What follows belongs to an exercise in optimizing a design on an open flow for small area and a short achievable clock period; a production flow would make more cautious choices. In this exercise RTL edits were held to simulation tests only and were not proved equivalent to the original. No activity file was given, so power comes from the tool's default toggle rates.

$ cat flow/run.sh
#!/bin/bash
# synth_recipe.tcl (not shown) runs the flow's synth.tcl, then flattens the netlist and writes it again
# the make line also repeats each setting of config.mk as NAME=value (left out here)
make -C /OpenROAD-flow-scripts/flow DESIGN_CONFIG=/design/flow/config.mk WORK_HOME=/design/flow/orfs CLKGATE_MAP_FILE= SYNTH_SCRIPT=/design/flow/synth_recipe.tcl finish
$ cat flow/config.mk
export PLATFORM = sky130hd
export DESIGN_NAME = mem_access_unit
export DESIGN_NICKNAME = mem_access_unit
export VERILOG_FILES = /design/flow/design.v
export SDC_FILE = /design/flow/constraint.sdc
export NUM_CORES = 4
export LEC_CHECK = 0
export CAP_MARGIN = 20
export CORE_MARGIN = 2
export CORE_UTILIZATION = 40
export SLEW_MARGIN = 20
$ cat flow/constraint.sdc
create_clock -name core_clock -period 4.5 [get_ports {clk}]
set_input_delay 0.9000 -clock core_clock [delete_from_list [all_inputs] [get_ports {clk}]]
set_output_delay 0.9000 -clock core_clock [all_outputs]
set_load 0.01 [all_outputs]
$ cat flow/design.v
module mem_access_unit #(
    parameter int unsigned ADDR_W   = 16,
    parameter int unsigned DATA_W   = 16,
    parameter int unsigned DEPTH    = 256,
    parameter int unsigned WAIT_CYC = 2
) (
    input  logic              clk,
    input  logic              reset,
    input  logic [ADDR_W-1:0] addr,
    input  logic [DATA_W-1:0] wdata,
    input  logic              rd_req,
    input  logic              wr_req,
    output logic [DATA_W-1:0] rdata,
    output logic              busy,
    output logic              done,
    output logic              err
);
    localparam int unsigned AW = $clog2(DEPTH);
    localparam logic [3:0] WaitLoad = 4'(WAIT_CYC);
    typedef enum logic [1:0] {
        StIdle,
        StWait,
        StDone
    } state_e;
    state_e            state;
    logic [3:0]        cnt;
    logic [AW-1:0]     idx;
    logic [DATA_W-1:0] wdata_lat;
    logic              op_wr;
    logic              oor;
    logic              oor_next;
    logic              access_now;
    logic              mem_we;
    logic [DATA_W-1:0] mem [DEPTH];
    assign oor_next = |(addr >> AW);
    assign access_now = (state == StWait) && (cnt == 4'd0);
    assign mem_we     = access_now && op_wr && !oor && !reset;
    always_ff @(posedge clk) begin
        if (mem_we) begin
            mem[idx] <= wdata_lat;
        end
    end
    always_ff @(posedge clk) begin
        if (reset) begin
            state <= StIdle;
            cnt   <= 4'd0;
            busy  <= 1'b0;
            done  <= 1'b0;
            err   <= 1'b0;
            rdata <= '0;
            oor   <= 1'b0;
        end else begin
            unique case (state)
                StIdle: begin
                    done <= 1'b0;
                    err  <= 1'b0;
                    if (rd_req || wr_req) begin
                        idx       <= addr[AW-1:0];
                        wdata_lat <= wdata;
                        op_wr     <= wr_req;
                        oor       <= oor_next;
                        cnt       <= WaitLoad;
                        busy      <= 1'b1;
                        state     <= StWait;
                    end
                end
                StWait: begin
                    if (cnt != 4'd0) begin
                        cnt <= cnt - 4'd1;
                    end else begin
                        if (!op_wr) begin
                            rdata <= oor ? '0 : mem[idx];
                        end
                        busy  <= 1'b0;
                        done  <= 1'b1;
                        err   <= oor;
                        state <= StDone;
                    end
                end
                StDone: begin
                    done  <= 1'b0;
                    err   <= 1'b0;
                    state <= StIdle;
                end
                default: begin
                    busy  <= 1'b0;
                    done  <= 1'b0;
                    err   <= 1'b0;
                    state <= StIdle;
                end
            endcase
        end
    end
endmodule
==> results of run 1 <==
==> cells in the mapped netlist, drive strengths merged, types with 17 or more instances <==
library cell / number
mux2i: 518
clkbuf: 156
edfxtp: 4121
nor4: 25
nand3: 78
nor2: 377
o221ai: 106
buf: 288
mux2: 17
nor3: 50
a2111oi: 31
a31oi: 57
a221oi: 28
a22o: 19
a21oi: 105
o22ai: 76
and3: 22
o21ai: 94
nor2b: 20
mux4: 808
nand2: 316
a211oi: 19
nand4: 32
dfxtp: 34
a22oi: 100
==> where the power goes <==
part	total, W	leakage, nW	switching, W	internal (W)
sequential	0.0432	37.3	0.000229	0.0430
clock	0.0348	6.65	0.0148	0.0199
combinational	0.0101	15.0	0.00667	0.00343
total	0.0881	58.9	0.0217	0.0663
==> stage by stage <==
stage	power [W]	util [%]	setup slack, ps	std cells	area, um^2
floorplan	0.0497	-	454	7655	160000
global placement	0.0539	42.9	-287	13200	171000
detailed placement	0.0540	42.9	-239	13200	171000
CTS	0.0884	46.3	131	14000	185000
global route	0.0902	46.3	75.4	14000	185000
finish	0.0881	46.3	130	14000	185000
==> layout by cell type (no fill, tap or decap), types with 13 or more instances in the layout <==
cell / synthesis / layout
a2111oi_0: 30 / 26
a211oi_1: 19 / 18
a21oi_1: 105 / 105
a221oi_1: 28 / 28
a22o_1: 19 / 19
a22oi_1: 100 / 100
a31oi_1: 57 / 57
a32oi_1: 16 / 16
and3_1: 22 / 22
buf_12: 1 / 78
buf_4: 65 / 604
bufinv_16: 0 / 38
clkbuf_1: 156 / 91
clkbuf_16: 0 / 428
clkbuf_8: 0 / 16
clkdlybuf4s50_1: 0 / 54
clkinv_1: 3 / 74
clkinv_2: 0 / 75
clkinvlp_4: 0 / 22
dfxtp_1: 34 / 26
diode_2: 0 / 16
edfxtp_1: 4121 / 4121
mux2_2: 17 / 17
mux2i_1: 518 / 518
mux4_2: 808 / 808
nand2_1: 316 / 307
nand3_1: 78 / 72
nand4_1: 32 / 32
nor2_1: 377 / 321
nor2_2: 0 / 51
nor2b_1: 20 / 13
nor3_1: 50 / 50
nor4_1: 24 / 24
o21ai_0: 93 / 92
o221ai_1: 106 / 106
o22ai_1: 75 / 75
or3_1: 14 / 14
==> kinds of logic after synthesis <==
kind of cell,count (synthesis),share of synthesized area (%)
XOR/XNOR,2,0.0109
multiplexers,1343,14.7
flip-flops,4155,77.7
AND/OR/NAND/NOR,985,2.70
adder cells (fa/ha/maj),1,0.00781
buffers and inverters,454,1.68
AO/OA/AOI/OAI,715,3.15
==> final cells by class <==
type / count / share of cell area, %
inverter: 10 / 0.0257
clock inverter: 239 / 1.31
tap: 5265 / 3.56
clock buffer: 535 / 6.10
sequential: 4155 / 67.3
multi-input combinational: 3046 / 18.0
timing repair buffer: 739 / 3.61
antenna: 16 / 0.0217
==> worst register-to-register path: cells and delay by family (launching register included) <==
kind / cells / cell delay [ps]
AOI/OAI and AO/OA: 2 / 220
buffers and inverters: 3 / 860
and+or+nand+nor: 5 / 2340
DFF: 1 / 820
==> layer usage <==
metal | wire length, um | part of all wire, %
met5 | 81 | 0.017
met4 | 17400 | 3.7
met1 | 182000 | 39
met2 | 221000 | 47
met3 | 46100 | 9.9
==> worst paths after layout <==
kind,from,end,slack (ps),cells past startpoint
min reg2reg,done,done,500,2
max reg2reg,register,rdata[7],130,10
min,wdata[13],wdata_lat[13],490,1
max,register,rdata[7],130,10
==> state kept, by name, indices dropped and copies added (netlist names), named ones only <==
register and cells:
wdata_lat 16, state 2, err 1, op_wr 1
done 1, mem 4096, cnt 4, idx 8
busy 1, oor 1, rdata 16
==> metrics.md, run 1 <==
| Metric | Value |
|---|---|
| Sequential share of the synthesized area | 77.7% |
| Clk root buf | clkbuf_16 |
| Fin crit period | 4370 ps |
| Net count, final | 8411 |
| Clock-pin slew on the worst setup and hold paths | 60 ps |
| Drt pass-1 iters | 8 |
| Max-slew violation count | 0 |
| Routed Antenna Nets | 0 |
| RSZ-0062 raised after global routing | no |
| Starting density of the core | 40.1% |
| Vias in the first global route | 82.1k |
| Core area | 399000 um^2 |
| Post_cts resized | 0 |
| Layout cells sized above 1 | 25.5% |
| Routability cong. | 0.890 |
| Main synth FF type | edfxtp_1 |
| Worst path bufs/invs | 3 |
| Final Hold Fails | 0 |
| Worst Hold Class | in -> reg |
| Max Fanout on Critical Path | 21 |
| Routed wire length per instance | 33.4 um |
| Met3 Use GR | 5.23% |
| Post-Synthesis Cells | 7655 |
| Post-CTS Hold Buffers | 0 |
| Die height | 637 um |
| CTS tree | yes |
| Row count | 232 |
| Worst path slowest cell | or4_1 |
| Critical setup path kind | reg -> reg |
| Syn_nets | 7692 |
| Slew margin rel. | 8.25% |
| Total GRT Usage | 22.6% |
| Num CTS Buffers | 422 |
| Area taken by multi-input logic gates | 33300 um^2 |
| Vias | 83.0k |
| Postcts setup bufs | 0 |
| CTS sink cnt | 4155 |
| CP required | 5340 ps |
| Max clock buf depth | 4 |
| DRT iter0 DRCs | 11.5k |
| Antenna violations before repair | 31 |
| Outcome | no timing/DRC/antenna violations |
| Worst VDD drop | 0.000338 V |
| Final Cycle Share | 97.1% |
| Fmax | 229 MHz |
| CP peak stage delay | 830 ps |
| Fillers | 33.0k |
| Post-synth EDFFs | 4121 |
| Worst-Margin Slew | 1380 ps |
| Global-route wire length before repair | 650000 um |
| Met1 Use GR | 30.7% |
| Crit path arrival time | 5210 ps |
| PD cells | 476 nW/um^2 |
| Crit end category | register |
| Average cell area after synthesis | 20.9 um^2 |
| Hold_ws | 489 ps |
| Sum Neg Setup Slack | 0 ps |
| #FFs+latches synth | 4155 |
| Post-synth top area cell | edfxtp_1 |
| Largest net degree at the start of global routing | 177 |
| Async set-reset flop share out of synthesis | 0% |
| Max-Cap Viols | 0 |
| Leakage | 58.9 nW |
| Dpl hpwl | 290000 um |
| Final clock skew | 57.7 ps |
| Buffers on Ports | 54 |
| CP Cell Sequence | buf_12 -> nor2b_4 -> buf_4 -> a22oi_1 -> nand3_1 -> nand4_1 -> or4_1 -> nand4_1 -> buf_4 -> a32oi_1 |
| DIE AREA | 405000 um^2 |
| Total global routing overflow | 0 |
| Distinct cells, synth | 75 |
| CTS H-tree depth | 5 |
| WL final | 467000 um |
| DRC viols | 0 |
| Area growth syn-to-layout | 15.5% |
| # IOs | 55 |
| Top cell type's share of synthesized area | 77.3% |
| Synth Cell Area | 160000 um^2 |
| Startpoint types | register |
| Via density | 5.92 |
| CP top delay family | simple AND/OR/NAND/NOR gates |
| Final count of negative-setup-slack endpoints | 0 |
| Die width | 637 um |
| Clock Latency Late Sink | 990 ps |
| Synth top area cells | edfxtp_1, mux4_2, mux2i_1 |
| Met2 usage | 36.0% |
| Sequential cell area | 124000 um^2 |
| Most Used Layer, Global Route | met2 |
| Synth warn | 1 |
==> run 2, diff against run 1 <==
==> flow/design.v (replaced) <==
module mem_access_unit #(
    parameter int unsigned ADDR_W   = 16,
    parameter int unsigned DATA_W   = 16,
    parameter int unsigned DEPTH    = 256,
    parameter int unsigned WAIT_CYC = 2
) (
    input  logic              clk,
    input  logic              reset,
    input  logic [ADDR_W-1:0] addr,
    input  logic [DATA_W-1:0] wdata,
    input  logic              rd_req,
    input  logic              wr_req,
    output logic [DATA_W-1:0] rdata,
    output logic              busy,
    output logic              done,
    output logic              err
);
    localparam int unsigned AW = $clog2(DEPTH);    
    localparam int unsigned HW = AW / 2;           
    localparam int unsigned NG = 1 << HW;          
    logic              w1, w2, w3;
    logic              idle;
    logic              accept;
    logic [AW-1:0]     idx;
    logic [DATA_W-1:0] wd;
    logic              op_wr;
    logic              oor;
    logic              oor_next;
    assign oor_next = |(addr >> AW);
    assign idle   = !busy && !done;
    assign accept = idle && (rd_req || wr_req);
    always_ff @(posedge clk) begin
        if (reset) begin
            w1   <= 1'b0;
            w2   <= 1'b0;
            w3   <= 1'b0;
            busy <= 1'b0;
            done <= 1'b0;
            err  <= 1'b0;
        end else begin
            w1   <= accept;
            w2   <= w1;
            w3   <= w2;
            busy <= accept || w1 || w2;
            done <= w3;
            err  <= w3 && oor;
        end
    end
    always_ff @(posedge clk) begin
        if (idle) begin
            idx   <= addr[AW-1:0];
            wd    <= wdata;
            op_wr <= wr_req;
            oor   <= oor_next;
        end
    end
    logic [NG-1:0] hi_sel;    
    logic [NG-1:0] lo_sel;    
    logic [NG-1:0] lo_wr;     
    logic          wr_fire;
    assign wr_fire = w3 && op_wr && !oor && !reset;
    always_ff @(posedge clk) begin
        for (int g = 0; g < NG; g++) begin
            hi_sel[g] <= !oor && (idx[AW-1:HW] == HW'(g));
            lo_sel[g] <= (idx[HW-1:0] == HW'(g));
            lo_wr[g]  <= wr_fire && (idx[HW-1:0] == HW'(g));
        end
    end
    logic [DATA_W-1:0] word_or [NG];
    for (genvar h = 0; h < NG; h++) begin : g_hi
        logic [DATA_W-1:0] grp_or;
        logic [DATA_W-1:0] terms [NG];
        for (genvar l = 0; l < NG; l++) begin : g_lo
            logic [DATA_W-1:0] q;
            always_ff @(posedge clk) begin
                if (hi_sel[h] && lo_wr[l]) begin
                    q <= wd;
                end
            end
            assign terms[l] = q & {DATA_W{lo_sel[l]}};
        end
        always_comb begin
            grp_or = '0;
            for (int l = 0; l < NG; l++) grp_or = grp_or | terms[l];
        end
        assign word_or[h] = grp_or & {DATA_W{hi_sel[h]}};
    end
    logic [DATA_W-1:0] rd_word;
    always_comb begin
        rd_word = '0;
        for (int h = 0; h < NG; h++) rd_word = rd_word | word_or[h];
    end
    always_ff @(posedge clk) begin
        if (reset) begin
            rdata <= '0;
        end else if (w3 && !op_wr) begin
            rdata <= rd_word;
        end
    end
endmodule
==> run 2 against run 1 <==
Total power is 7.3% lower. Highest routed layer unchanged. Critical path depth stayed put. Clock power decreased by 2%. Clock skew is 8.9 ps higher. Critical path type unchanged. Still clean on timing, DRC and antenna. First-iteration DRC count increased by 1.8%. Fmax up 1.5%. Setup slack better by 63 ps. Core utilization down 0.51 points. Global-route usage about the same. Area after synthesis decreased by 6.1%. Via count fell by 0.26%.
==> metrics.md, run 2 <==
| Metric | Value |
|---|---|
| Clock Latency Late Sink | 970 ps (was 990 ps) |
| DRC viols | 0 (unchanged) |
| Die width | 617 um (was 637 um) |
| DRT iter0 DRCs | 11.7k (was 11.5k) |
| Overall power | 0.0816 W (was 0.0881 W) |
| Startpoint types | register (unchanged) |
| DIE AREA | 381000 um^2 (was 405000 um^2) |
| Main synth FF type | edfxtp_1 (unchanged) |
| CTS sink cnt | 4192 (was 4155) |
| CTS tree | yes (unchanged) |
| Vias in the first global route | 79.9k (was 82.1k) |
| Core area | 375000 um^2 (was 399000 um^2) |
| Largest Register | g_hi.g_lo.q (was mem) |
| Final count of negative-setup-slack endpoints | 0 (unchanged) |
| Worst Hold Class | reg -> reg (was in -> reg) |
| Die height | 617 um (was 637 um) |
| Async set-reset flop share out of synthesis | 0% (unchanged) |
| Outcome | no timing/DRC/antenna violations (unchanged) |
| Crit end category | register (unchanged) |
| Post-synth top area cell | edfxtp_1 (unchanged) |
| Largest register FFs | 4096 (unchanged) |
| Largest net degree at the start of global routing | 200 (was 177) |
| RSZ-0062 raised after global routing | no (unchanged) |
| Num CTS Buffers | 414 (was 422) |
| Final Hold Fails | 0 (unchanged) |
| Post-synth top cells | edfxtp_1, a221oi_1, a22o_1, clkbuf_1, nand4_1 (was edfxtp_1, mux4_2, mux2i_1, nor2_1, nand2_1) |
| Routed Antenna Nets | 0 (unchanged) |
| Crit path arrival time | 5110 ps (was 5210 ps) |
| Sequential cell area | 125000 um^2 (was 124000 um^2) |
| Sequential share of the synthesized area | 83.3% (was 77.7%) |
| Most common cell in the netlist | edfxtp_1 (unchanged) |
| Synth warn | 18 (was 1) |
| PD cells | 475 nW/um^2 (was 476 nW/um^2) |
| Final clock skew | 66.6 ps (was 57.7 ps) |
| Drt pass-1 iters | 7 (was 8) |
| Dpl hpwl | 248000 um (was 290000 um) |
| Global-route wire length before repair | 618000 um (was 650000 um) |
| Via density | 6.23 (was 5.92) |
| Top cell type's share of synthesized area | 82.4% (was 77.3%) |
| CTS H-tree depth | 5 (unchanged) |
| Fillers | 31.0k (was 33.0k) |
| Layout cells sized above 1 | 11.9% (was 25.5%) |
| Distinct cells, synth | 28 (was 75) |
| Hold_ws | 472 ps (was 489 ps) |
| Synth Cell Area | 150000 um^2 (was 160000 um^2) |
| Buffers on Ports | 54 (unchanged) |
| Max Fanout on Critical Path | 46 (was 21) |
| Critical setup path kind | reg -> reg (unchanged) |
| Most frequent cells in the layout | edfxtp_1, a22o_1, a221oi_1 (was edfxtp_1, mux4_2, buf_4) |
| Antenna violations before repair | 37 (was 31) |
| Max-Cap Viols | 0 (unchanged) |
| Clk root buf | clkbuf_16 (unchanged) |
| Max clock buf depth | 4 (unchanged) |
| Post-Synthesis Cells | 7602 (was 7655) |
| Total global routing overflow | 0 (unchanged) |
| Placed cells | 12.4k (was 13.2k) |
| Sum Neg Setup Slack | 0 ps (unchanged) |
| Worst VDD drop | 0.000344 V (was 0.000338 V) |
| Area taken by multi-input logic gates | 22900 um^2 (was 33300 um^2) |
| Final Cycle Share | 95.7% (was 97.1%) |
| Synth top area cells | edfxtp_1, a221oi_1, a22o_1 (was edfxtp_1, mux4_2, mux2i_1) |
| Postcts setup bufs | 0 (unchanged) |
| Starting density of the core | 40.1% (about the same) |
| Post-synth EDFFs | 4122 (was 4121) |
| WL final | 442000 um (was 467000 um) |
| # IOs | 55 (unchanged) |
| Clock-pin slew on the worst setup and hold paths | 60 ps (about the same) |
| Total GRT Usage | 22.6% (about the same) |
| Worst-Margin Slew | 1340 ps (was 1380 ps) |
| Row count | 225 (was 232) |
| #FFs+latches synth | 4192 (was 4155) |
| Post_cts resized | 0 (unchanged) |
| Post-CTS Hold Buffers | 0 (unchanged) |
| CP required | 5300 ps (was 5340 ps) |
| Fin crit period | 4310 ps (was 4370 ps) |
| Non-Filler Instances | 13.3k (was 14.0k) |
| Fmax | 232 MHz (was 229 MHz) |
| Net count, final | 7903 (was 8411) |
| Average cell area after synthesis | 19.8 um^2 (was 20.9 um^2) |
| Slew margin rel. | 10.7% (was 8.25%) |
| Leakage | 52.9 nW (was 58.9 nW) |
| Routed wire length per instance | 33.3 um (was 33.4 um) |
| Syn_nets | 7638 (was 7692) |
| Max-slew violation count | 0 (unchanged) |
| Most common cell after layout, fill and taps aside | edfxtp_1 (unchanged) |
| Area growth syn-to-layout | 14.3% (was 15.5%) |
| Routability cong. | 0.833 (was 0.890) |
| Vias | 82.7k (was 83.0k) |
[run 2: cell types whose count changed in the layout (fill, tap and decap cells not counted), moves of 301 or more]
cell	change
mux4_2	-808
a22o_1	+916
buf_4	-356
nand2_1	-301
mux2i_1	-518
a221oi_1	+907
[run 2: power breakdown]
part / switching, W / internal [W]
clock network: 0.0147 / 0.0194
logic: 0.00293 / 0.00107
registers: 0.000246 / 0.0434
[run 2: critical path, stage by stage, from the launching register on]
cell and delay (ps):
dfxtp_4 590, buf_12 340, buf_4 290, a221oi_1 350, nand4_1 430, a22oi_1 780, nand4_1 430, buf_4 260
a2111oi_0 390, buf_4 180, a211oi_1 60
[run 2: area by class of cell]
| type | instances | share of cell area, % |
|---|---|---|
| antenna | 64 | 0.0933 |
| clock buffer | 527 | 6.43 |
| clock inverter | 237 | 1.30 |
| inverter | 1 | 0.00219 |
| multi-input combinational | 2884 | 13.4 |
| sequential | 4192 | 73.0 |
| tap | 4994 | 3.64 |
| timing repair buffer | 374 | 2.23 |
[run 2: cell families (layout without fill, tap and decap cells)]
kind of cell	count (synthesis)	after routing	synth area share (%)
and+or+nand+nor	674	674	2.65
other	0	64	0
DFF	4192	4192	83.3
buffers and inverters	526	1139	1.48
AOI/OAI and AO/OA	2210	2210	12.6
[run 2: path summary, 6_finish.rpt]
path | startpoint | endpoint | slack (ps) | depth (start not counted)
setup / recovery | lo_sel[12] | rdata[14] | 190 | 10
hold / removal | w1 | w2 | 470 | 1
hold reg to reg | w1 | w2 | 470 | 1
setup reg to reg | lo_sel[12] | rdata[14] | 190 | 10
[run 2: per-layer routing]
layer  share of wire [%]  wire (um)  vias up  global-route usage (%)
met4                 3.3      14700        6                    7.58
met1                  39     173000    43400                    31.4
met2                  47     209000     5019                    36.0
met5              0.0088         39        -                       0
met3                  10      44600      686                    4.12
li1                    -          -    33600                       -
[run 2: per-stage QoR]
stage,area [um^2],worst slack (ps),util (%)
after floorplan,150000,454,-
after global placement,158000,151,42.2
after detailed placement,158000,208,42.2
after CTS,171000,228,45.8
after global routing,172000,81.3,45.8
final,172000,192,45.8
==> run 3, diff against run 2 <==
--- a/flow/design.v
+++ b/flow/design.v
@@ -55,14 +55,14 @@
         end
     end
     logic [NG-1:0] hi_sel;    
-    logic [NG-1:0] lo_sel;    
+    logic [NG-1:0] lo_sel [4];  
     logic [NG-1:0] lo_wr;     
     logic          wr_fire;
     assign wr_fire = w3 && op_wr && !oor && !reset;
     always_ff @(posedge clk) begin
         for (int g = 0; g < NG; g++) begin
             hi_sel[g] <= !oor && (idx[AW-1:HW] == HW'(g));
-            lo_sel[g] <= (idx[HW-1:0] == HW'(g));
+            for (int c = 0; c < 4; c++) lo_sel[c][g] <= (idx[HW-1:0] == HW'(g)) && (idx[AW-1:AW-2] == 2'(c));
             lo_wr[g]  <= wr_fire && (idx[HW-1:0] == HW'(g));
         end
     end
@@ -77,7 +77,7 @@
                     q <= wd;
                 end
             end
-            assign terms[l] = q & {DATA_W{lo_sel[l]}};
+            assign terms[l] = q & {DATA_W{lo_sel[h / 4][l]}};
         end
         always_comb begin
             grp_or = '0;
@@ -85,10 +85,22 @@
         end
         assign word_or[h] = grp_or & {DATA_W{hi_sel[h]}};
     end
+    localparam int unsigned NP = 4;
+    logic [DATA_W-1:0] part_d [NP];
+    logic [DATA_W-1:0] part [NP];
+    always_comb begin
+        for (int p = 0; p < NP; p++) begin
+            part_d[p] = '0;
+            for (int h = p * (NG / NP); h < (p + 1) * (NG / NP); h++) part_d[p] = part_d[p] | word_or[h];
+        end
+    end
+    always_ff @(posedge clk) begin
+        for (int p = 0; p < NP; p++) part[p] <= part_d[p];
+    end
     logic [DATA_W-1:0] rd_word;
     always_comb begin
         rd_word = '0;
-        for (int h = 0; h < NG; h++) rd_word = rd_word | word_or[h];
+        for (int p = 0; p < NP; p++) rd_word = rd_word | part[p];
     end
     always_ff @(posedge clk) begin
         if (reset) begin
--- a/flow/config.mk
+++ b/flow/config.mk
@@ -5,7 +5,11 @@
 export SDC_FILE = /design/flow/constraint.sdc
 export NUM_CORES = 4
 export LEC_CHECK = 0
+export ABC_CLOCK_PERIOD_IN_PS = 2500
 export CAP_MARGIN = 20
 export CORE_MARGIN = 2
-export CORE_UTILIZATION = 40
+export CORE_UTILIZATION = 60
+export CTS_CLUSTER_DIAMETER = 100
+export CTS_CLUSTER_SIZE = 25
+export SETUP_SLACK_MARGIN = 2.0
 export SLEW_MARGIN = 20
==> run 3 against run 2 <==
Clock skew decreased by 33 ps. Combinational power is 41% lower. Register-to-register slack improved by 1700 ps. Critical path depth shrank 4. Critical path type unchanged. Critical endpoint is now part[2][13]. Largest power group unchanged. Highest routed layer unchanged.
==> metrics.md, run 3 <==
| Metric | Value |
|---|---|
| Starting density of the core | 60.4% (was 40.1%) |
| Fillers | 17.4k (was 31.0k) |
| Clock-pin slew on the worst setup and hold paths | 100 ps (was 60 ps) |
| Hold path endpoint | w2 (unchanged) |
| Post-synth top cells | edfxtp_1, a22o_1, a22oi_1, a221oi_1, nand3_1 (was edfxtp_1, a221oi_1, a22o_1, clkbuf_1, nand4_1) |
| Max Fanout on Critical Path | 23 (was 46) |
| RR Endpoint | part[2][13] (was rdata[14]) |
| Setup WS pre-CTS | 1580 ps (was 208 ps) |
| CP Cell Sequence | buf_4 -> a22o_1 -> a221oi_2 -> nand3_1 -> o21ai_0 -> nand3_1 (was buf_12 -> buf_4 -> a221oi_1 -> nand4_1 -> a22oi_1 -> nand4_1 -> buf_4 -> a2111oi_0 -> buf_4 -> a211oi_1) |
| Drt pass-1 iters | 6 (was 7) |
| CTS sink cnt | 4304 (was 4192) |
| Layout cells sized above 1 | 7.86% (was 11.9%) |
| DIE AREA | 260000 um^2 (was 381000 um^2) |
| Worst Hold Class | reg -> reg (unchanged) |
| Fmax | 390 MHz (was 232 MHz) |
| Hold depth | 1 (unchanged) |
| Distinct cells, synth | 27 (was 28) |
| Worst-Margin Slew | 1250 ps (was 1340 ps) |
| Post-Synthesis Cells | 7964 (was 7602) |
| RSZ-0062 raised after global routing | yes (was no) |
| R2R Setup Slk | 1940 ps (was 190 ps) |
| Crit end category | register (unchanged) |
| Leakage | 49.9 nW (was 52.9 nW) |
| WL final | 416000 um (was 442000 um) |
| Max-Cap Viols | 0 (unchanged) |
| Max clock buf depth | 3 (was 4) |
| Post-CTS Hold Buffers | 0 (unchanged) |
| Final count of negative-setup-slack endpoints | 0 (unchanged) |
| Overall power | 0.0668 W (was 0.0816 W) |
| Most frequent cells in the layout | edfxtp_1, a22o_1, a22oi_1 (was edfxtp_1, a22o_1, a221oi_1) |
| Area growth syn-to-layout | 6.58% (was 14.3%) |
| Routability cong. | 0.833 (about the same) |
| Largest Register | g_hi.g_lo.q (unchanged) |
| HP Start | w1 (unchanged) |
| Largest register FFs | 4096 (unchanged) |
| Main synth FF type | edfxtp_1 (unchanged) |
| Vias in the first global route | 76.2k (was 79.9k) |
| Num CTS Buffers | 190 (was 414) |
| R2R cell count | 6 (was 10) |
| # IOs | 55 (unchanged) |
| Critical setup path kind | reg -> reg (unchanged) |
| Routed wire length per instance | 36.4 um (was 33.3 um) |
| CP required | 5230 ps (was 5300 ps) |
| Row count | 185 (was 225) |
| Total GRT Usage | 31.7% (was 22.6%) |
| Syn_nets | 8000 (was 7638) |
| Top cell type's share of synthesized area | 80.5% (was 82.4%) |
| Largest net degree at the start of global routing | 218 (was 200) |
| Slew margin rel. | 16.2% (was 10.7%) |
| Post-synth top area cell | edfxtp_1 (unchanged) |
| Synth Cell Area | 154000 um^2 (was 150000 um^2) |
| Outcome | no timing/DRC/antenna violations (unchanged) |
| Die width | 510 um (was 617 um) |
| Final Cycle Share | 57.0% (was 95.7%) |
| Clock Latency Late Sink | 890 ps (was 970 ps) |
| Final clock skew | 33.7 ps (was 66.6 ps) |
| CTS tree | yes (unchanged) |
| PD cells | 408 nW/um^2 (was 475 nW/um^2) |
| Most common cell after layout, fill and taps aside | edfxtp_1 (unchanged) |
| Buffers on Ports | 54 (unchanged) |
| Die height | 510 um (was 617 um) |
| Crit path arrival time | 3290 ps (was 5110 ps) |
| DRC viols | 0 (unchanged) |
| Fin crit period | 2560 ps (was 4310 ps) |
| Total global routing overflow | 0 (unchanged) |
| Most common cell in the netlist | edfxtp_1 (unchanged) |
| CP most frequent cell | nand3_1 (was buf_4) |
| Synth top area cells | edfxtp_1, a22o_1, a221oi_1 (was edfxtp_1, a221oi_1, a22o_1) |
| Async set-reset flop share out of synthesis | 0% (unchanged) |
| Max-slew violation count | 0 (unchanged) |
| Antenna violations before repair | 21 (was 37) |
| Worst path slowest cell | o21ai_0 (was a22oi_1) |
| Startpoint types | register (unchanged) |
| DRT iter0 DRCs | 11.0k (was 11.7k) |
| Util after Layout | 64.4% (was 45.8%) |
| Average cell area after synthesis | 19.3 um^2 (was 19.8 um^2) |
| Global-route wire length before repair | 581000 um (was 618000 um) |
| Sum Neg Setup Slack | 0 ps (unchanged) |
| Clk root buf | clkbuf_16 (unchanged) |
| Post-synth EDFFs | 4122 (unchanged) |
| Dpl hpwl | 242000 um (was 248000 um) |
| CTS H-tree depth | 4 (was 5) |
| #FFs+latches synth | 4304 (was 4192) |
| Synth warn | 21 (was 18) |
| Vias | 80.0k (was 82.7k) |
| R2r startpoint | lo_sel[2][9] (was lo_sel[12]) |
| CP peak stage delay | 710 ps (was 780 ps) |
| Worst VDD drop | 0.000546 V (was 0.000344 V) |
| Sequential share of the synthesized area | 82.8% (was 83.3%) |
| Final Hold Fails | 0 (unchanged) |
| Routed Antenna Nets | 0 (unchanged) |
| Core area | 255000 um^2 (was 375000 um^2) |
| Fin worst setup slack | 1940 ps (was 192 ps) |
| Largest regs | g_hi.g_lo.q x4096, lo_sel x64, part x64 |
| Hold_ws | 473 ps (was 472 ps) |
| Via density | 7.00 (was 6.23) |
| Net count, final | 7945 (was 7903) |
==> run 3: how the worst max path moves through the flow <==
stage	start	end	slack, ps
floorplan	wd[0]	g_hi[0].g_lo[0].q[0]	450
global placement	lo_sel[0][12]	part[0][14]	1600
detailed placement	lo_sel[0][12]	part[0][14]	1580
CTS	busy	busy	1970
global route	lo_sel[1][1]	part[1][6]	1950
finish	lo_sel[2][9]	part[2][13]	1940
==> run 3: area by class of cell <==
type	instances	area (um^2)	area share, %
clock inverters	15	191	0.117
repair buffers	280	2940	1.79
flip-flops and latches	4304	128000	77.8
clock buffers	324	5300	3.23
diodes	7	17.5	0.0107
multi-input cells	3133	23700	14.5
well taps	3366	4210	2.57
==> run 3: metrics by stage <==
step | instance area [um^2] | std cells
after floorplan | 154000 | 7964
after CTS | 164000 | 11400
after global placement | 158000 | 11100
after detailed placement | 158000 | 11100
after global routing | 164000 | 11400
final | 164000 | 11400
==> run 3: cells by family after synthesis <==
kind of cell	Yosys count	synth area share [%]
AOI/OAI and AO/OA	2258	12.1
DFF	4304	82.8
and+or+nand+nor	875	3.14
buffers and inverters	527	1.93
==> run 3: repair_timing <==
action | in CTS | in global routing
setup buffers | 0 | 0
pin swaps | 7 | 6
setup endpoints to repair | 232 | 174
gates resized for setup | 80 | 40
==> run 3: layer usage <==
layer  up-vias  global-route usage, %  share of wire (%)
met2      3677                   50.5                 48
met4         6                   9.20                3.4
met5         -                      0              0.014
met3       493                   4.46                8.5
li1      33500                      -                  -
met1     42400                   46.4                 40
==> run 3: worst max-delay path: cells and delay by family (launching register included) <==
| kind | cells | cell delay (ps) |
|---|---|---|
| buf+inv | 1 | 290 |
| compound gates | 3 | 1280 |
| simple gates | 2 | 330 |
| flops | 1 | 490 |
==> run 3: where the power goes <==
group | switching [W] | leakage (nW) | internal [W]
Combinational | 0.00184 | 8.75 | 0.000495
Sequential | 0.000145 | 38.6 | 0.0443
Clock | 0.0119 | 2.61 | 0.00816
Total | 0.0139 | 49.9 | 0.0529
==> run 4, diff against run 3 <==
--- a/flow/config.mk
+++ b/flow/config.mk
@@ -5,11 +5,10 @@
 export SDC_FILE = /design/flow/constraint.sdc
 export NUM_CORES = 4
 export LEC_CHECK = 0
-export ABC_CLOCK_PERIOD_IN_PS = 2500
 export CAP_MARGIN = 20
 export CORE_MARGIN = 2
 export CORE_UTILIZATION = 60
 export CTS_CLUSTER_DIAMETER = 100
 export CTS_CLUSTER_SIZE = 25
-export SETUP_SLACK_MARGIN = 2.0
+export SETUP_SLACK_MARGIN = 2.4
 export SLEW_MARGIN = 20
==> run 4 against run 3 <==
Clock power about the same. Register-to-register slack improved by 310 ps. Wire length rose by 4.2%. Final cell count rose by 1.2%. Still clean on timing, DRC and antenna.
==> metrics.md, run 4 <==
| Metric | Value |
|---|---|
| CP peak stage delay | 440 ps (was 710 ps) |
| Non-Filler Instances | 11.6k (was 11.4k) |
| CP required | 3600 ps (was 5230 ps) |
| Most common cell after layout, fill and taps aside | edfxtp_1 (unchanged) |
| Layout cells sized above 1 | 15.0% (was 7.86%) |
| Clock share of power | 30.0% (about the same) |
| Fin worst setup slack | 2170 ps (was 1940 ps) |
| Final count of negative-setup-slack endpoints | 0 (unchanged) |
| Sequential cell area | 128000 um^2 (about the same) |
| Comb pwr share | 3.8% (was 3.5%) |
| CTS sink cnt | 4304 (unchanged) |
| Row count | 185 (unchanged) |
| Pint | 0.0530 W (was 0.0529 W) |
| Post-synth top area cell | edfxtp_1 (unchanged) |
| Routed wire length per instance | 37.5 um (was 36.4 um) |
| CTS tree | yes (unchanged) |
| Clk root buf | clkbuf_16 (unchanged) |
| Worst-Margin Slew | 1250 ps (about the same) |
| #FFs+latches synth | 4304 (unchanged) |
| Sequential share of the synthesized area | 82.8% (unchanged) |
| Num CTS Buffers | 190 (unchanged) |
| Area growth syn-to-layout | 9.26% (was 6.58%) |
| Synth warn | 21 (unchanged) |
| Net count, final | 8075 (was 7945) |
| Total global routing overflow | 0 (unchanged) |
| Largest Register | g_hi.g_lo.q (unchanged) |
| Most frequent cells in the layout | edfxtp_1, a22o_1, a22oi_1 (unchanged) |
| Net Switching | 0.0141 W (was 0.0139 W) |
| Placement Cell Area | 158000 um^2 (unchanged) |
| Critical setup path kind | reg -> out (was reg -> reg) |
| CTS H-tree depth | 4 (unchanged) |
| Buffers on Ports | 54 (unchanged) |
| Clock-pin slew on the worst setup and hold paths | 100 ps (about the same) |
| Synth top area cells | edfxtp_1, a22o_1, a221oi_1 (unchanged) |
| PD cells | 399 nW/um^2 (was 408 nW/um^2) |
| DRT iter0 DRCs | 11.5k (was 11.0k) |
| Max-slew violation count | 0 (unchanged) |
| Syn_nets | 8000 (unchanged) |
| Post-synth EDFFs | 4122 (unchanged) |
| Largest net degree at the start of global routing | 218 (unchanged) |
| Fmax | 429 MHz (was 390 MHz) |
| Final clock skew | 34.5 ps (was 33.7 ps) |
| Die width | 510 um (unchanged) |
| Routability cong. | 0.833 (unchanged) |
| Starting density of the core | 60.4% (unchanged) |
| Largest regs | g_hi.g_lo.q x4096, lo_sel x64, part x64 (unchanged) |
| Sum Neg Setup Slack | 0 ps (unchanged) |
| RSZ-0062 raised after global routing | yes (unchanged) |
| Post-Synthesis Cells | 7964 (unchanged) |
| Post-synth top cells | edfxtp_1, a22o_1, a22oi_1, a221oi_1, nand3_1 (unchanged) |
| Outcome | no timing/DRC/antenna violations (unchanged) |
| Area taken by multi-input logic gates | 25600 um^2 (was 23700 um^2) |
| Flop pwr share | 66.2% (was 66.5%) |
| Drt pass-1 iters | 5 (was 6) |
| WL final | 434000 um (was 416000 um) |
| Global-route wire length before repair | 597000 um (was 581000 um) |
| Distinct cells, synth | 27 (unchanged) |
| Average cell area after synthesis | 19.3 um^2 (unchanged) |
| Core area | 255000 um^2 (unchanged) |
| # IOs | 55 (unchanged) |
| Main synth FF type | edfxtp_1 (unchanged) |
| Async set-reset flop share out of synthesis | 0% (unchanged) |
| Antenna violations before repair | 23 (was 21) |
| Worst path slowest cell | dfxtp_4 (was o21ai_0) |
| Overall power | 0.0671 W (was 0.0668 W) |
| Final Hold Fails | 0 (unchanged) |
| Setup WS pre-CTS | 1580 ps (unchanged) |
| Die height | 510 um (unchanged) |
| Worst VDD drop | 0.000548 V (was 0.000546 V) |
| Fillers | 17.0k (was 17.4k) |
| Largest register FFs | 4096 (unchanged) |
| Total GRT Usage | 32.8% (was 31.7%) |
| CP Cell Sequence | buf_6 (was buf_4 -> a22o_1 -> a221oi_2 -> nand3_1 -> o21ai_0 -> nand3_1) |
| Vias in the first global route | 77.5k (was 76.2k) |
| Worst path bufs/invs | 1 (unchanged) |
| Fin crit period | 2330 ps (was 2560 ps) |
| CP top delay family | flip-flops (was compound AO/OA/AOI/OAI gates) |
| Net Sw Frac | 21.0% (was 20.8%) |
| Via density | 7.05 (was 7.00) |
| Max Fanout on Critical Path | 2 (was 23) |
| Max clock buf depth | 3 (unchanged) |
| Most common cell in the netlist | edfxtp_1 (unchanged) |
| Final Cycle Share | 51.8% (was 57.0%) |
| DRC viols | 0 (unchanged) |
| Max-Cap Viols | 0 (unchanged) |
| Leakage | 51.7 nW (was 49.9 nW) |
| DIE AREA | 260000 um^2 (unchanged) |
| Synth Cell Area | 154000 um^2 (unchanged) |
| Worst Hold Class | reg -> reg (unchanged) |
| Routed Antenna Nets | 0 (unchanged) |
| Crit end category | output port (was register) |
| Slew margin rel. | 15.7% (was 16.2%) |
| Crit path arrival time | 1430 ps (was 3290 ps) |
| Dpl hpwl | 242000 um (unchanged) |
| Final instance area | 168000 um^2 (was 164000 um^2) |
| Startpoint types | register (unchanged) |
| Vias | 81.6k (was 80.0k) |
| Top cell type's share of synthesized area | 80.5% (unchanged) |
| Placed cells | 11.1k (unchanged) |
| Clock Latency Late Sink | 890 ps (about the same) |
## run 4: cell counts after synthesis
Identical to the previous run, type by type.
## run 4: power by group through the flow
stage | clock network (W) | registers [W] | logic [W]
final | 0.0201 | 0.0444 | 0.00255
after global routing | 0.0215 | 0.0444 | 0.00267
after CTS | 0.0202 | 0.0444 | 0.00247
after detailed placement | 0 | 0.0453 | 0.00232
after global placement | 0 | 0.0453 | 0.00223
after floorplan | 0 | 0.0459 | 0.000666
## run 4: worst paths after layout
kind              slack [ps]    startpoint  depth (start not counted)    endpoint
setup / recovery        2170          busy                          1        busy
hold / removal           470            w1                          1          w2
setup reg to reg        2250  lo_sel[3][1]                          6  part[3][2]
hold reg to reg          470            w1                          1          w2
## run 4: area by class of cell
class	count	share of cell area [%]
Sequential cell	4304	76.0
Clock inverter	15	0.114
Clock buffer	324	3.15
Tap cell	3366	2.51
Timing Repair Buffer	410	2.97
Multi-Input combinational cell	3133	15.2
Antenna cell	17	0.0253
## run 4: through the flow
| step | hold slack [ps] | utilization, % |
|---|---|---|
| finish | 473 | 66.0 |
| floorplan | 439 | - |
| detailed placement | 458 | 62.1 |
| CTS | 473 | 65.5 |
| global route | 494 | 66.0 |
| global placement | 453 | 62.1 |
## run 4: repair_timing
item,in CTS,in global routing
cloned,10,3
pin swaps,96,87
endpoints found under the setup margin,3721,819
gates resized for setup,628,200
hold buffers,0,0
setup buffers,90,27
## run 4: logic make-up after synthesis
family,count (synthesis),share of synthesized area (%)
simple gates,875,3.14
buf+inv,527,1.93
flops,4304,82.8
compound gates,2258,12.1
## run 4: per-layer routing
metal,up-vias,wire (um),share of wire [%],GRT usage (%)
li1,33800,-,-,-
met4,8,16200,3.7,10.5
met5,-,69,0.016,0
met2,4043,208000,48,52.3
met3,534,38300,8.8,4.69
met1,43200,171000,39,47.4
==> run 5, diff against run 4 <==
--- a/flow/design.v
+++ b/flow/design.v
@@ -27,17 +27,20 @@
     logic              oor;
     logic              oor_next;
     assign oor_next = |(addr >> AW);
-    assign idle   = !busy && !done;
+    logic idle_q;
+    assign idle   = idle_q;
     assign accept = idle && (rd_req || wr_req);
     always_ff @(posedge clk) begin
         if (reset) begin
-            w1   <= 1'b0;
-            w2   <= 1'b0;
-            w3   <= 1'b0;
-            busy <= 1'b0;
-            done <= 1'b0;
-            err  <= 1'b0;
+            idle_q <= 1'b1;
+            w1     <= 1'b0;
+            w2     <= 1'b0;
+            w3     <= 1'b0;
+            busy   <= 1'b0;
+            done   <= 1'b0;
+            err    <= 1'b0;
         end else begin
+            idle_q <= idle_q ? !(rd_req || wr_req) : !(w1 || w2 || w3);
             w1   <= accept;
             w2   <= w1;
             w3   <= w2;
--- a/flow/config.mk
+++ b/flow/config.mk
@@ -7,7 +7,7 @@
 export LEC_CHECK = 0
 export CAP_MARGIN = 20
 export CORE_MARGIN = 2
-export CORE_UTILIZATION = 60
+export CORE_UTILIZATION = 70
 export CTS_CLUSTER_DIAMETER = 100
 export CTS_CLUSTER_SIZE = 25
 export SETUP_SLACK_MARGIN = 2.4
==> run 5 against run 4 <==
Sequential share of layout area rose by 0.85 points. Clock skew grew 4.1 ps. Hold slack improved by 20 ps. Die area decreased by 14%. Flip-flop and latch count up 1. First-iteration DRC count grew 11%. Via count is 1.6% higher. Clock power about the same. Total power is 0.22% higher. Area after synthesis hardly changed. Synthesized cell count is essentially flat. Largest cell class unchanged. Combinational power increased by 5%. Critical endpoint is now rdata[5].
==> metrics.md, run 5 <==
| Metric | Value |
|---|---|
| Max clock buf depth | 3 (unchanged) |
| Worst path bufs/invs | 1 (unchanged) |
| Most common cell after layout, fill and taps aside | edfxtp_1 (unchanged) |
| CP peak stage delay | 420 ps (was 440 ps) |
| Worst Hold Class | reg -> reg (unchanged) |
| CP required | 3600 ps (about the same) |
| Met3 WL | 49300 um (was 38300 um) |
| Total GRT Usage | 36.1% (was 32.8%) |
| HP Start | w2 (was w1) |
| R2R Setup Slk | 2330 ps (was 2250 ps) |
| Post-Synthesis Cells | 7968 (was 7964) |
| Most frequent cells in the layout | edfxtp_1, a22o_1, a22oi_1 (unchanged) |
| RR Endpoint | part[0][7] (was part[3][2]) |
| DRT iter0 DRCs | 12.7k (was 11.5k) |
| Die width | 473 um (was 510 um) |
| Sequential share of the synthesized area | 82.8% (about the same) |
| Routed wire length per instance | 37.0 um (was 37.5 um) |
| Main synth FF type | edfxtp_1 (unchanged) |
| Post-CTS Hold Buffers | 0 (unchanged) |
| CTS H-tree depth | 4 (unchanged) |
| Sum Neg Setup Slack | 0 ps (unchanged) |
| Area growth syn-to-layout | 8.00% (was 9.26%) |
| Row count | 172 (was 185) |
| Via density | 7.47 (was 7.05) |
| CP top delay family | flip-flops (unchanged) |
| # IOs | 55 (unchanged) |
| Syn_nets | 8004 (was 8000) |
| Synth Cell Area | 154000 um^2 (about the same) |
| Outcome | no timing/DRC/antenna violations (unchanged) |
| DIE AREA | 224000 um^2 (was 260000 um^2) |
| Most common cell in the netlist | edfxtp_1 (unchanged) |
| Layout cells sized above 1 | 13.2% (was 15.0%) |
| Crit path arrival time | 1410 ps (was 1430 ps) |
| Fmax | 432 MHz (was 429 MHz) |
| Drt pass-1 iters | 6 (was 5) |
| Synth top area cells | edfxtp_1, a22o_1, a221oi_1 (unchanged) |
| Post-synth EDFFs | 4122 (unchanged) |
| PD cells | 404 nW/um^2 (was 399 nW/um^2) |
| CTS tree | yes (unchanged) |
| Async set-reset flop share out of synthesis | 0% (unchanged) |
| WL met1 | 153000 um (was 171000 um) |
| Vias in the first global route | 77.3k (was 77.5k) |
| Core area | 219000 um^2 (was 255000 um^2) |
| Worst path slowest cell | dfxtp_4 (unchanged) |
| Hold depth | 1 (unchanged) |
| DRC viols | 0 (unchanged) |
| #FFs+latches synth | 4305 (was 4304) |
| CTS sink cnt | 4305 (was 4304) |
| Slew margin rel. | 20.3% (was 15.7%) |
| Largest Register | g_hi.g_lo.q (unchanged) |
| Clk root buf | clkbuf_16 (unchanged) |
| Critical setup path kind | reg -> out (unchanged) |
| Sequential cell area | 128000 um^2 (about the same) |
| Vias | 82.9k (was 81.6k) |
| R2R cell count | 6 (unchanged) |
| Crit end category | output port (unchanged) |
| Startpoint types | register (unchanged) |
| Dpl hpwl | 236000 um (was 242000 um) |
| Worst-Margin Slew | 1190 ps (was 1250 ps) |
| Post-synth top area cell | edfxtp_1 (unchanged) |
| Largest net degree at the start of global routing | 217 (was 218) |
| Clock Latency Late Sink | 900 ps (was 890 ps) |
| Final Hold Fails | 0 (unchanged) |
| Largest register FFs | 4096 (unchanged) |
| Final Cycle Share | 51.4% (was 51.8%) |
| Clock-pin slew on the worst setup and hold paths | 100 ps (about the same) |
| Max-Cap Viols | 0 (unchanged) |
| Post-synth top cells | edfxtp_1, a22o_1, a22oi_1, a221oi_1, nand3_1 (unchanged) |
| Num CTS Buffers | 190 (unchanged) |
| Total global routing overflow | 0 (unchanged) |
| Met2 wire len | 194000 um (was 208000 um) |
| Antenna violations before repair | 26 (was 23) |
| Net count, final | 8048 (was 8075) |
| Util after Layout | 75.9% (was 66.0%) |
| Global-route wire length before repair | 570000 um (was 597000 um) |
| Largest regs | g_hi.g_lo.q x4096, lo_sel x64, part x64 (unchanged) |
| Uppermost layer routed | met5 (unchanged) |
| Leakage | 51.1 nW (was 51.7 nW) |
| Max-slew violation count | 0 (unchanged) |
| Buffers on Ports | 54 (unchanged) |
| Starting density of the core | 70.3% (was 60.4%) |
| Final clock skew | 38.6 ps (was 34.5 ps) |
| Top cell type's share of synthesized area | 80.4% (was 80.5%) |
| Fin crit period | 2310 ps (was 2330 ps) |
| Max Fanout on Critical Path | 2 (unchanged) |
| Distinct cells, synth | 29 (was 27) |
| RSZ-0062 raised after global routing | yes (unchanged) |
| Worst VDD drop | 0.000455 V (was 0.000548 V) |
| Fillers | 12.2k (was 17.0k) |
| Hold path endpoint | w3 (was w2) |
| WL final | 410000 um (was 434000 um) |
| Die height | 473 um (was 510 um) |
| CP Cell Sequence | buf_6 (unchanged) |
| Routability cong. | 0.845 (was 0.833) |
| Synth warn | 21 (unchanged) |
| Area taken by multi-input logic gates | 25000 um^2 (was 25600 um^2) |
| R2r startpoint | lo_sel[0][1] (was lo_sel[3][1]) |
| Average cell area after synthesis | 19.3 um^2 (about the same) |
| Final count of negative-setup-slack endpoints | 0 (unchanged) |
| Routed Antenna Nets | 0 (unchanged) |
[run 5: cell types whose count changed in the layout (fill, tap and decap cells not counted), moves of 14 or more]
cell / before / now
and2_1: 72 / 107
a221oi_1: 474 / 537
diode_2: 17 / 50
buf_12: 71 / 57
a221oi_2: 225 / 161
and2_2: 185 / 150
[run 5: logic make-up after synthesis]
family          after synthesis  synth area share [%]
flops                      4305                  82.8
compound gates             2258                  12.1
simple gates                876                  3.14
buf+inv                     529                  1.98
[run 5: worst max-delay path by stage]
stage	from	cells past startpoint	endpoint	slack (ps)
global placement	lo_sel[0][6]	6	part[0][1]	1570
finish	rdata[5]	1	rdata[5]	2190
global route	rdata[15]	1	rdata[15]	2160
detailed placement	lo_sel[0][6]	6	part[0][1]	1550
floorplan	wd[0]	0	g_hi[0].g_lo[0].q[0]	450
CTS	rdata[5]	1	rdata[5]	2110
[run 5: metrics by stage]
step / hold slack, ps / total power (W) / area [um^2] / instances / worst slack (ps)
after floorplan: 460 / 0.0468 / 154000 / 7968 / 454
after global placement: 468 / 0.0478 / 157000 / 10600 / 1570
after detailed placement: 476 / 0.0479 / 157000 / 10600 / 1550
after CTS: 494 / 0.0670 / 165000 / 11000 / 2110
after global routing: 515 / 0.0686 / 166000 / 11000 / 2160
final: 493 / 0.0672 / 166000 / 11100 / 2190
[run 5: where the power goes]
part | switching [W] | total [W] | leakage, nW | internal (W)
registers | 0.000138 | 0.0445 | 38.6 | 0.0444
clock network | 0.0116 | 0.0200 | 2.65 | 0.00839
logic | 0.00209 | 0.00268 | 9.88 | 0.000590
[run 5: layer usage]
metal	GRT usage (%)	up-vias
met5	0	-
met4	11.2	20
met3	7.01	653
met2	56.1	5335
met1	53.2	43100
li1	-	33800
[run 5: timing repair]
action,CTS,global route
resized for setup,472,203
pin swaps,55,66
buffers inserted,50,47
gates cloned,0,1
endpoints found under the setup margin,3481,971
[run 5: final cells by class]
type / instances / area share [%]
Tap cell: 2871 / 2.16
Timing Repair Buffer: 379 / 2.52
Inverter: 2 / 0.00452
Multi-Input combinational cell: 3134 / 15.0
Sequential cell: 4305 / 76.9
Clock inverter: 6 / 0.0384
Antenna cell: 50 / 0.0753
Clock buffer: 339 / 3.31
==> run 6, diff against run 5 <==
==> flow/flow/run.sh (new file) <==
#!/bin/bash
set -euo pipefail
cat >> config.mk <<'EOC'
export CTS_ARGS = -sink_clustering_enable -repair_clock_nets -sink_clustering_size 25 -sink_clustering_max_diameter 100 -dont_use_dummy_load
EOC
bash standard.sh > standard.log 2>&1
==> flow/standard.sh (new file) <==
#!/bin/bash
# synth_recipe.tcl (not shown) runs the flow's synth.tcl, then flattens the netlist and writes it again
# the make line also repeats each setting of config.mk as NAME=value (left out here)
make -C /OpenROAD-flow-scripts/flow DESIGN_CONFIG=/design/flow/config.mk WORK_HOME=/design/flow/orfs CLKGATE_MAP_FILE= SYNTH_SCRIPT=/design/flow/synth_recipe.tcl "${@:-finish}"
--- a/flow/config.mk
+++ b/flow/config.mk
@@ -12,3 +12,5 @@
 export CTS_CLUSTER_SIZE = 25
 export SETUP_SLACK_MARGIN = 2.4
 export SLEW_MARGIN = 20
+export TNS_END_PERCENT = 20
+export CTS_ARGS = -sink_clustering_enable -repair_clock_nets -sink_clustering_size 25 -sink_clustering_max_diameter 100 -dont_use_dummy_load
removed: flow/run.sh
==> run 6 against run 5 <==
Still clean on timing, DRC and antenna. Wire length down 1.3%. Sequential power about the same. Fmax down 2.2%.
==> metrics.md, run 6 <==
| Metric | Value |
|---|---|
| DRT iter0 DRCs | 13.1k (was 12.7k) |
| Sequential share of the synthesized area | 82.8% (unchanged) |
| Fillers | 12.4k (was 12.2k) |
| Fin crit period | 2370 ps (was 2310 ps) |
| Outcome | no timing/DRC/antenna violations (unchanged) |
| Synth top area cells | edfxtp_1, a22o_1, a221oi_1 (unchanged) |
| Worst VDD drop | 0.000450 V (was 0.000455 V) |
| Largest Register | g_hi.g_lo.q (unchanged) |
| Row count | 172 (unchanged) |
| Met2 wire len | 192000 um (was 194000 um) |
| Net Switching | 0.0134 W (was 0.0139 W) |
| Setup WS pre-CTS | 1550 ps (unchanged) |
| Syn_nets | 8004 (unchanged) |
| Top cell type's share of synthesized area | 80.4% (unchanged) |
| WL met1 | 152000 um (was 153000 um) |
| Total global routing overflow | 0 (unchanged) |
| Max Fanout on Critical Path | 16 (was 2) |
| R2r startpoint | lo_wr[7] (was lo_sel[0][1]) |
| Dpl hpwl | 236000 um (unchanged) |
| Buffers on Ports | 54 (unchanged) |
| Post-CTS Hold Buffers | 0 (unchanged) |
| Core area | 219000 um^2 (unchanged) |
| Async set-reset flop share out of synthesis | 0% (unchanged) |
| Routability cong. | 0.845 (unchanged) |
| Clock Latency Late Sink | 890 ps (was 900 ps) |
| Slew margin rel. | 20.3% (about the same) |
| DRC viols | 0 (unchanged) |
| Final Cycle Share | 52.6% (was 51.4%) |
| Drt pass-1 iters | 8 (was 6) |
| R2R Setup Slk | 2130 ps (was 2330 ps) |
| CTS tree | yes (unchanged) |
| Max-Cap Viols | 0 (unchanged) |
| Antenna violations before repair | 22 (was 26) |
| Vias in the first global route | 77.2k (was 77.3k) |
| Global-route wire length before repair | 569000 um (was 570000 um) |
| Worst-Margin Slew | 1200 ps (was 1190 ps) |
| Final clock skew | 58.6 ps (was 38.6 ps) |
| Synth Cell Area | 154000 um^2 (unchanged) |
| Overall power | 0.0659 W (was 0.0672 W) |
| Worst Hold Class | reg -> reg (unchanged) |
| Layout cells sized above 1 | 10.2% (was 13.2%) |
| Final count of negative-setup-slack endpoints | 0 (unchanged) |
| Largest register FFs | 4096 (unchanged) |
| Area growth syn-to-layout | 6.60% (was 8.00%) |
| Total GRT Usage | 36.1% (about the same) |
| Clock-pin slew on the worst setup and hold paths | 90 ps (was 100 ps) |
| PD cells | 402 nW/um^2 (was 404 nW/um^2) |
| Routed Antenna Nets | 0 (unchanged) |
| Distinct cells, synth | 29 (unchanged) |
| Clock share of power | 28.5% (was 29.8%) |
| Hold path endpoint | w2 (was w3) |
| Die width | 473 um (unchanged) |
| # IOs | 55 (unchanged) |
| DIE AREA | 224000 um^2 (unchanged) |
| Die height | 473 um (unchanged) |
| RSZ-0062 raised after global routing | yes (unchanged) |
| Synth warn | 21 (unchanged) |
| R2R cell count | 2 (was 6) |
| Placement Cell Area | 157000 um^2 (unchanged) |
| Max-slew violation count | 0 (unchanged) |
| Crit end category | register (was output port) |
| Final instance area | 164000 um^2 (was 166000 um^2) |
| Fin worst setup slack | 2130 ps (was 2190 ps) |
| Comb pwr share | 3.9% (was 4.0%) |
| Hold depth | 1 (unchanged) |
| Average cell area after synthesis | 19.3 um^2 (unchanged) |
| CTS sink cnt | 4305 (unchanged) |
| CP required | 5010 ps (was 3600 ps) |
| Num CTS Buffers | 190 (unchanged) |
| Net count, final | 8000 (was 8048) |
| Vias | 82.0k (was 82.9k) |
| Sum Neg Setup Slack | 0 ps (unchanged) |
| Post-Synthesis Cells | 7968 (unchanged) |
| Post-synth top cells | edfxtp_1, a22o_1, a22oi_1, a221oi_1, nand3_1 (unchanged) |
| Main synth FF type | edfxtp_1 (unchanged) |
| Fmax | 422 MHz (was 432 MHz) |
| WL final | 405000 um (was 410000 um) |
| CTS H-tree depth | 4 (unchanged) |
| Post-synth top area cell | edfxtp_1 (unchanged) |
| Via density | 7.54 (was 7.47) |
| Pint | 0.0525 W (was 0.0533 W) |
| Final Hold Fails | 0 (unchanged) |
| Met3 WL | 47100 um (was 49300 um) |
| Leakage | 50.2 nW (was 51.1 nW) |
| Crit path arrival time | 2870 ps (was 1410 ps) |
| Clk root buf | clkbuf_16 (unchanged) |
| RR Endpoint | g_hi[2].g_lo[7].q[3] (was part[0][7]) |
| HP Start | w1 (was w2) |
| Largest regs | g_hi.g_lo.q x4096, lo_sel x64, part x64 (unchanged) |
| Max clock buf depth | 3 (unchanged) |
| Most frequent cells in the layout | edfxtp_1, a22o_1, a22oi_1 (unchanged) |
| Post-synth EDFFs | 4122 (unchanged) |
| Largest net degree at the start of global routing | 217 (unchanged) |
| #FFs+latches synth | 4305 (unchanged) |
| Flop pwr share | 67.6% (was 66.2%) |
| Net Sw Frac | 20.4% (was 20.6%) |
| Critical setup path kind | reg -> reg (was reg -> out) |
| Most common cell in the netlist | edfxtp_1 (unchanged) |
| Starting density of the core | 70.3% (unchanged) |
| Routed wire length per instance | 37.3 um (was 37.0 um) |
| Uppermost layer routed | met5 (unchanged) |
| Startpoint types | register (unchanged) |
| Most common cell after layout, fill and taps aside | edfxtp_1 (unchanged) |
## run 6: cell counts after synthesis
Identical to the previous run, type by type.
## run 6: layer usage
layer	vias to the layer above	global-route usage, %
met5	-	0
met3	610	7.09
met2	5227	55.8
met1	42600	53.2
met4	10	11.6
li1	33500	-
## run 6: power groups by stage
stage | clock, W | sequential [W] | combinational [W]
2_1_floorplan | 0 | 0.0461 | 0.000725
3_3_place_gp | 0 | 0.0455 | 0.00236
3_5_place_dp | 0 | 0.0455 | 0.00244
4_1_cts | 0.0188 | 0.0445 | 0.00253
5_1_grt | 0.0200 | 0.0445 | 0.00272
6_report | 0.0188 | 0.0445 | 0.00260
## run 6: worst max path at each step
stage                            start                     end  slack, ps  cells past startpoint
after floorplan                  wd[0]    g_hi[0].g_lo[0].q[0]        450                      0
after global placement    lo_sel[0][6]              part[0][1]       1570                      6
after detailed placement  lo_sel[0][6]              part[0][1]       1550                      6
after CTS                    hi_sel[9]  g_hi[9].g_lo[13].q[11]       2110                      2
after global routing         rdata[15]               rdata[15]       2170                      1
final                         lo_wr[7]    g_hi[2].g_lo[7].q[3]       2130                      2
## run 6: layout make-up
class | count | area, um^2 | area share (%)
diodes | 37 | 92.6 | 0.0564
multi-input cells | 3134 | 24300 | 14.8
inverters | 2 | 7.51 | 0.00457
clock buffers | 190 | 4750 | 2.90
flip-flops and latches | 4305 | 128000 | 77.9
repair buffers | 331 | 3580 | 2.18
well taps | 2871 | 3590 | 2.19
## run 6: kinds of logic (layout without fill, tap and decap cells)
group / count (synthesis) / in the layout / share of synthesized area, %
flip-flops: 4305 / 4305 / 82.8
AO/OA/AOI/OAI: 2258 / 2258 / 12.1
other: 0 / 37 / 0
AND/OR/NAND/NOR: 876 / 876 / 3.14
buffers and inverters: 529 / 523 / 1.98
## run 6: critical path, cell delays in order (launching register included)
cell and delay (ps):
dfxtp_2 800, buf_4 370, and2_1 790
## run 6: metrics by stage
| step | cells | hold slack (ps) | util, % |
|---|---|---|---|
| 2_1_floorplan | 7968 | 460 | - |
| 6_report | 10900 | 496 | 74.9 |
| 3_3_place_gp | 10600 | 468 | 71.8 |
| 3_5_place_dp | 10600 | 476 | 71.8 |
| 4_1_cts | 10800 | 494 | 74.7 |
| 5_1_grt | 10800 | 515 | 74.9 |
## run 6: what timing repair did
action	CTS	global route
buffers inserted	47	1
pin swaps	54	7
gates resized for setup	389	52
cloned	0	1
setup endpoints to repair	3481	2283
==> run 7, diff against run 6 <==
--- a/flow/config.mk
+++ b/flow/config.mk
@@ -12,5 +12,4 @@
 export CTS_CLUSTER_SIZE = 25
 export SETUP_SLACK_MARGIN = 2.4
 export SLEW_MARGIN = 20
-export TNS_END_PERCENT = 20
 export CTS_ARGS = -sink_clustering_enable -repair_clock_nets -sink_clustering_size 25 -sink_clustering_max_diameter 100 -dont_use_dummy_load
==> run 7 against run 6 <==
Critical endpoint is now rdata[7]. Critical path type is now reg -> out. Clock power barely moved. Final cell count rose by 0.52%. Flip-flop and latch count did not move. Die area did not move. Fmax rose by 2.8%. Sequential share of layout area fell by 0.70 points. Still clean on timing, DRC and antenna. Combinational power rose by 3%.
==> metrics.md, run 7 <==
| Metric | Value |
|---|---|
| Outcome | no timing/DRC/antenna violations (unchanged) |
| Post-Synthesis Cells | 7968 (unchanged) |
| Vias in the first global route | 77.3k (was 77.2k) |
| Async set-reset flop share out of synthesis | 0% (unchanged) |
| Final Hold Fails | 0 (unchanged) |
| Max clock buf depth | 3 (unchanged) |
| HP Start | w1 (unchanged) |
| R2R cell count | 7 (was 2) |
| Antenna violations before repair | 25 (was 22) |
| CP Cell Sequence | buf_6 (was buf_4 -> and2_1) |
| R2r startpoint | lo_sel[3][4] (was lo_wr[7]) |
| Main synth FF type | edfxtp_1 (unchanged) |
| DIE AREA | 224000 um^2 (unchanged) |
| Sequential cell area | 128000 um^2 (about the same) |
| Fillers | 12.2k (was 12.4k) |
| #FFs+latches synth | 4305 (unchanged) |
| RSZ-0062 raised after global routing | yes (unchanged) |
| CP top delay family | flip-flops (unchanged) |
| Post-synth EDFFs | 4122 (unchanged) |
| Dpl hpwl | 236000 um (unchanged) |
| Sum Neg Setup Slack | 0 ps (unchanged) |
| Largest register FFs | 4096 (unchanged) |
| Leakage | 51.0 nW (was 50.2 nW) |
| Drt pass-1 iters | 5 (was 8) |
| Worst path bufs/invs | 1 (unchanged) |
| Average cell area after synthesis | 19.3 um^2 (unchanged) |
| Xor/xnor cell area share of the yosys netlist | 0% (unchanged) |
| Crit path arrival time | 1400 ps (was 2870 ps) |
| Clock-pin slew on the worst setup and hold paths | 90 ps (about the same) |
| Largest net degree at the start of global routing | 217 (unchanged) |
| Slew margin rel. | 19.3% (was 20.3%) |
| # IOs | 55 (unchanged) |
| Buffers on Ports | 54 (unchanged) |
| Critical setup path kind | reg -> out (was reg -> reg) |
| CTS sink cnt | 4305 (unchanged) |
| Max-slew violation count | 0 (unchanged) |
| Synth Area in Simple Gates | 3.14% (unchanged) |
| Fmax | 434 MHz (was 422 MHz) |
| RR Endpoint | part[3][10] (was g_hi[2].g_lo[7].q[3]) |
| Core area | 219000 um^2 (unchanged) |
| Synth warn | 21 (unchanged) |
| Die height | 473 um (unchanged) |
| CTS tree | yes (unchanged) |
| Fin crit period | 2300 ps (was 2370 ps) |
| R2R Setup Slk | 2260 ps (was 2130 ps) |
| Area taken by multi-input logic gates | 25000 um^2 (was 24300 um^2) |
| Post-synth top area cell | edfxtp_1 (unchanged) |
| Final count of negative-setup-slack endpoints | 0 (unchanged) |
| Crit end category | output port (was register) |
| Hold path endpoint | w2 (unchanged) |
| Adder-Cell Fraction of Synth Area | 0% (unchanged) |
| Startpoint types | register (unchanged) |
| Routability cong. | 0.845 (unchanged) |
| Net count, final | 8064 (was 8000) |
| CTS H-tree depth | 4 (unchanged) |
| PD cells | 398 nW/um^2 (was 402 nW/um^2) |
| Area growth syn-to-layout | 7.58% (was 6.60%) |
| Starting density of the core | 70.3% (unchanged) |
| Worst path slowest cell | dfxtp_4 (was dfxtp_2) |
| Routed Antenna Nets | 0 (unchanged) |
| Distinct cells, synth | 29 (unchanged) |
| Synth Cell Area | 154000 um^2 (unchanged) |
| Total GRT Usage | 36.1% (about the same) |
| Global-route wire length before repair | 570000 um (was 569000 um) |
| Largest family of logic cells by synthesized area | compound AO/OA/AOI/OAI gates (unchanged) |
| DRC viols | 0 (unchanged) |
| Row count | 172 (unchanged) |
| Clk root buf | clkbuf_16 (unchanged) |
| Max-Cap Viols | 0 (unchanged) |
| Worst VDD drop | 0.000458 V (was 0.000450 V) |
| Mux contribution to synthesized area | 0% (unchanged) |
| Routed wire length per instance | 37.5 um (was 37.3 um) |
| Final clock skew | 61.0 ps (was 58.6 ps) |
| Die width | 473 um (unchanged) |
| Compound-Gate Fraction of Synth Area | 12.1% (unchanged) |
| Max Fanout on Critical Path | 2 (was 16) |
| Vias | 82.7k (was 82.0k) |
| Largest Register | g_hi.g_lo.q (unchanged) |
| WL final | 409000 um (was 405000 um) |
| Final Cycle Share | 51.2% (was 52.6%) |
| DRT iter0 DRCs | 13.1k (about the same) |
| Largest regs | g_hi.g_lo.q x4096, lo_sel x64, part x64 (unchanged) |
| Sequential share of the synthesized area | 82.8% (unchanged) |
| Post-synth top cells | edfxtp_1, a22o_1, a22oi_1, a221oi_1, nand3_1 (unchanged) |
| Syn_nets | 8004 (unchanged) |
| Worst-Margin Slew | 1210 ps (was 1200 ps) |
| Worst Hold Class | reg -> reg (unchanged) |
| Util after Layout | 75.6% (was 74.9%) |
| Overall power | 0.0660 W (was 0.0659 W) |
| Most common cell in the netlist | edfxtp_1 (unchanged) |
| Synth top area cells | edfxtp_1, a22o_1, a221oi_1 (unchanged) |
| Total global routing overflow | 0 (unchanged) |
| Hold depth | 1 (unchanged) |
| Most frequent cells in the layout | edfxtp_1, a22o_1, a22oi_1 (unchanged) |
| Num CTS Buffers | 190 (unchanged) |
| Top cell type's share of synthesized area | 80.4% (unchanged) |
| Layout cells sized above 1 | 13.4% (was 10.2%) |
| Via density | 7.57 (was 7.54) |
| Most common cell after layout, fill and taps aside | edfxtp_1 (unchanged) |
| CP required | 3600 ps (was 5010 ps) |
| Clock Latency Late Sink | 890 ps (about the same) |
| CP peak stage delay | 410 ps (was 800 ps) |
## run 7: final cells by class
| class | count | share of cell area, % |
|---|---|---|
| timing repair buffer | 395 | 2.64 |
| inverter | 2 | 0.00453 |
| tap | 2871 | 2.17 |
| sequential | 4305 | 77.2 |
| multi-input combinational | 3134 | 15.1 |
| clock buffer | 190 | 2.87 |
| antenna | 29 | 0.0438 |
## run 7: worst max-delay path by stage
| stage | from | to | depth (start not counted) |
|---|---|---|---|
| global placement | lo_sel[0][6] | part[0][1] | 6 |
| floorplan | wd[0] | g_hi[0].g_lo[0].q[0] | 0 |
| CTS | rdata[5] | rdata[5] | 1 |
| detailed placement | lo_sel[0][6] | part[0][1] | 6 |
| finish | rdata[7] | rdata[7] | 1 |
| global route | rdata[15] | rdata[15] | 1 |
## run 7: where the power goes
group	total, W	leakage, nW	switching, W	internal (W)
registers	0.0445	38.6	0.000138	0.0444
clock network	0.0188	2.34	0.0113	0.00755
logic	0.00268	10.0	0.00209	0.000592
## run 7: cell families (layout without fill, tap and decap cells)
family,after synthesis,in the layout
simple gates,876,876
other cells,0,29
buf+inv,529,587
flops,4305,4305
compound gates,2258,2258
## run 7: metal layers
| metal | GRT usage (%) | routed length [um] |
|---|---|---|
| met1 | 53.1 | 153000 |
| met2 | 55.8 | 193000 |
| met3 | 7.12 | 48100 |
| met4 | 11.6 | 14800 |
| met5 | 0 | 70 |
## run 7: timing repair
action                                  CTS  global route
endpoints found under the hold margin     0             0
gates resized for setup                 482           209
cloned                                    0             3
setup endpoints to repair              3481           960
setup buffers                            48            64
hold buffers                              0             0
pin swaps                                58            75
## run 7: stage by stage
stage / hold slack, ps / cells / worst slack, ps / area [um^2]
after floorplan: 460 / 7968 / 454 / 154000
final: 496 / 10900 / 2200 / 166000
after global placement: 468 / 10600 / 1570 / 157000
after global routing: 515 / 10900 / 2170 / 166000
after CTS: 494 / 10800 / 2130 / 164000
after detailed placement: 476 / 10600 / 1550 / 157000

[static timing again, ports no longer ideal]
In the flow no input, the clock included, has a driving cell. The finished layouts below were timed again as built, in two steps.
Step 1: set_driving_cell puts a clkbuf_16 on clk and a buf_2 on each other input, an assumption about the parent block.
Step 2 also shifts input and output timing later by t, the mid clock arrival at the registers, as if the neighbouring blocks saw the same clock.
a / b / c = ideal ports / drivers / drivers and shift; a / b = the first two.
run | shift t [ns] | setup slack, ns
run 1 | 1.072 | 0.130 / 0.130 / -0.391
run 2 | 1.050 | 0.192 / 0.192 / 0.192
run 3 | 0.964 | 1.936 / 1.936 / 1.841
run 4 | 0.964 | 2.171 / 2.077 / 1.869
run 5 | 0.965 | 2.185 / 2.095 / 1.912
run 6 | 0.955 | 2.132 / 2.106 / 1.930
run 7 | 0.952 | 2.196 / 2.106 / 1.885
Met with ideal ports but missed after step 2: setup timing in run 1.
